What follows belongs to an exercise in optimizing a design on an open flow for small area, a short achievable clock period and few clock cycles per item; a production flow would make more cautious choices. Only simulation tests tie the RTL to the original design; equivalence was not proved.

==> flow/design.v (excerpt) <==
module hilo_muldiv_ctrl (
  input  logic        clk,
  input  logic        rst,
  input  logic        op_valid,
  input  logic [2:0]  op,
  input  logic [31:0] rs_data,
  input  logic [31:0] rt_data,
  input  logic        rd_req,
  input  logic        flush,
  output logic        op_ready,
  output logic        busy,
  output logic        stall,
  output logic        done,
  output logic [63:0] hilo_out
);
  logic [63:0] r_hilo;
  logic        r_busy, r_mul, r_prep, r_div, r_fix, r_done;
  logic [32:0] r_x;       
  logic [31:0] r_q;       
  logic [33:0] r_acc;     
  logic [1:0]  r_cnt;     
  logic [4:0]  r_dcnt;    
  logic        r_last, r_sgn, r_qneg, r_rneg, r_u;
  logic [3:0]  r_one, r_two, r_neg;   
  logic w_acc, w_is_mul, w_is_div, w_sgn_in, w_na_in_n, w_nb_in_n;
  assign w_acc     = ~r_busy & op_valid & ~flush;
  assign w_is_mul  = (op == 3'd1) | (op == 3'd2);
  assign w_is_div  = (op == 3'd3) | (op == 3'd4);
  assign w_sgn_in  = (op == 3'd1) | (op == 3'd3);
  assign w_na_in_n = (op == 3'd3) & rs_data[31];
  assign w_nb_in_n = (op == 3'd3) & rt_data[31];
  function automatic logic [11:0] benc(input logic [8:0] b);   
    logic [3:0] one, two, neg;
    for (int m = 0; m < 4; m++) begin
      one[m] = b[2*m+1] ^ b[2*m];
      two[m] = (b[2*m+2] & ~b[2*m+1] & ~b[2*m]) | (~b[2*m+2] & b[2*m+1] & b[2*m]);
      neg[m] = b[2*m+2] & ~(b[2*m+1] & b[2*m]);
    end
    benc = {neg, two, one};
  endfunction
  logic [33:0] w_xe;
  assign w_xe = {r_x[32], r_x};
  logic [33:0] w_pp0, w_pp1, w_pp2, w_pp3;
  ...
For scale: about 2700 cells after synthesis, ~190 flip-flops, ~140 I/O pins, ~22000 um2 of cells after synthesis.
==> flow/config.mk <==
export PLATFORM = sky130hd
export DESIGN_NAME = hilo_muldiv_ctrl
export DESIGN_NICKNAME = hilo_muldiv_ctrl
export VERILOG_FILES = /design/flow/design.v
export SDC_FILE = /design/flow/constraint.sdc
export NUM_CORES = 4
export LEC_CHECK = 0
export CAP_MARGIN = 20
export CORE_MARGIN = 2
export CORE_UTILIZATION = 40
export SETUP_SLACK_MARGIN = 5
export SLEW_MARGIN = 20
==> flow/constraint.sdc <==
create_clock -name core_clock -period 11.0 [get_ports {clk}]
set_input_delay 2.2000 -clock core_clock [delete_from_list [all_inputs] [get_ports {clk}]]
set_output_delay 2.2000 -clock core_clock [all_outputs]
set_load 0.01 [all_outputs]
run.sh (not shown) runs the stock make flow with config.mk's settings and CLKGATE_MAP_FILE= SYNTH_SCRIPT=/design/flow/synth_recipe.tcl, a recipe that flattens the netlist after the stock synthesis.
The first run completed without violations.
Testbench counts at the start, summed over its fixed seeds: cycles 15,693, ops 3,200.
Rerun with:
==> flow/flow/run.sh (new file) <==
#!/bin/bash
# The standard layout (the standard.sh: ORFS synthesis through finish, unchanged), with
# the ports buffered by buf_2 cells and timing repair aimed 5.6 ns below the clock period, at the worst endpoints only.
set -euo pipefail
bash standard.sh SETUP_SLACK_MARGIN=5.6 TNS_END_PERCENT=10 "BUFFER_PORTS_ARGS=-buffer_cell sky130_fd_sc_hd__buf_2" finish > flow_make.log 2>&1
==> flow/standard.sh (new file) <==
#!/bin/bash
# synth_recipe.tcl (not shown) runs the flow's synth.tcl, then flattens the netlist and writes it again
# the make line also repeats each setting of config.mk as NAME=value (left out here)
make -C /OpenROAD-flow-scripts/flow DESIGN_CONFIG=/design/flow/config.mk WORK_HOME=/design/flow/orfs CLKGATE_MAP_FILE= SYNTH_SCRIPT=/design/flow/synth_recipe.tcl "${@:-finish}"
- SETUP_SLACK_MARGIN: 5 -> not set
removed: flow/run.sh
What happened: The new run completed without violations. Die area stays the same. Design area goes up slightly. Fmax went up by a few percent. Routed wire length went up slightly.
Rerun with:
==> flow/flow/run.sh (replaced) <==
#!/bin/bash
# The standard layout (the standard.sh: ORFS synthesis through finish, unchanged), with
# the ports buffered by buf_1 cells and timing repair aimed 5.6 ns below the clock period, at the worst endpoints only.
set -euo pipefail
bash standard.sh SETUP_SLACK_MARGIN=5.6 TNS_END_PERCENT=10 "BUFFER_PORTS_ARGS=-buffer_cell sky130_fd_sc_hd__buf_1" finish > flow_make.log 2>&1
=>
- register-to-register slack gets worse by 20 ps
- utilization falls by 0.41 points
- via count fell by 0.44%
- hold slack got worse by 3.1 ps
- final area fell by 0.88%
Rerun with:
==> flow/flow/run.sh (replaced) <==
#!/bin/bash
# The standard layout (the standard.sh: ORFS synthesis through finish, unchanged), with
# the ports buffered by buf_2 cells and timing repair aimed 6.1 ns below the clock period.
set -euo pipefail
bash standard.sh SETUP_SLACK_MARGIN=6.1 "BUFFER_PORTS_ARGS=-buffer_cell sky130_fd_sc_hd__buf_2" finish > flow_make.log 2>&1
Result: Worst setup slack is better by 220 ps; global-route usage rises by 2.3 points.

* * *

## maple
Starting RTL as in the previous note.
clock: 11.0 ns
lec_check: 0
cap_margin: 20
core_margin: 2
core_utilization: 40
slew_margin: 20
standard.sh (not shown) runs the stock make flow with config.mk's settings and CLKGATE_MAP_FILE= SYNTH_SCRIPT=/design/flow/synth_recipe.tcl, a recipe that flattens the netlist after the stock synthesis.
==> flow/flow/run.sh <==
#!/bin/bash
# The standard layout (the standard.sh: ORFS synthesis through finish, unchanged), with
# the ports buffered by buf_1 cells and timing repair aimed 5.8 ns below the clock period, at the worst endpoints only.
set -euo pipefail
bash standard.sh SETUP_SLACK_MARGIN=5.8 TNS_END_PERCENT=10 "BUFFER_PORTS_ARGS=-buffer_cell sky130_fd_sc_hd__buf_1" finish > flow_make.log 2>&1
Testbench counts of maple, summed over its fixed seeds: cycles 15,693, ops 3,200.
What juniper does differently from maple at the input level:
==> flow/flow/run.sh <==
#!/bin/bash
# The standard layout (the standard.sh: ORFS synthesis through finish, unchanged), with
# the ports buffered by buf_2 cells and timing repair aimed 5 ns below the clock period.
set -euo pipefail
bash standard.sh SETUP_SLACK_MARGIN=5 "BUFFER_PORTS_ARGS=-buffer_cell sky130_fd_sc_hd__buf_2" finish > flow_make.log 2>&1
==> summary.txt <==
- Worst-case reg-to-reg path depth delta for juniper relative to maple: 5 lower
- Diff maple -> juniper: met1 global-route usage flat, global-route wire length before repair lower, number of buffers and inverters on the critical path fell 5, worst setup skew after layout stayed essentially flat.

-- separate check: timing with driven ports --
The results above use ideal ports. As a check the final layouts listed here were re-extracted and re-timed, cells and wires unchanged. Step 1, drivers: a clkbuf_16 drives clk and a buf_2 each remaining input, both assumed. Step 2 moves the port delays by t, midway between the first and last clock arrival at a register: inputs arrive t later, outputs are due t later. That takes back most of the time a late clock gives input paths. a / b / c = ideal ports / drivers / drivers and shift; a / b = the first two.
| run | t, ns | slack for setup (ns) | latest minus earliest clock arrival (ns) | slew at the worst register clock pin (ns) | cell pins on the clock port's net |
|---|---|---|---|---|---|
| the first run of note 1 | 0.512 | 5.277 / 5.277 / 4.919 | 0.016 / 0.017 | 0.09 / 0.09 | 1 |
| the second run of note 1 | 0.508 | 5.612 / 5.612 / 5.511 | 0.021 / 0.021 | 0.09 / 0.09 | 1 |
| the third run of note 1 | 0.511 | 5.588 / 5.588 / 5.413 | 0.018 / 0.018 | 0.09 / 0.09 | 1 |
| the fourth run of note 1 | 0.524 | 5.810 / 5.810 / 5.631 | 0.021 / 0.021 | 0.09 / 0.09 | 1 |
| maple | 0.508 | 5.668 / 5.668 / 5.512 | 0.022 / 0.023 | 0.09 / 0.09 | 1 |
| juniper | 0.524 | 5.218 / 5.218 / 5.218 | 0.024 / 0.024 | 0.09 / 0.09 | 1 |
After both steps every run listed still meets setup and hold. For the first run of note 1, which loses most, drivers alone change the setup slack by 0.000 ns; drivers and shift together by -0.358 ns.
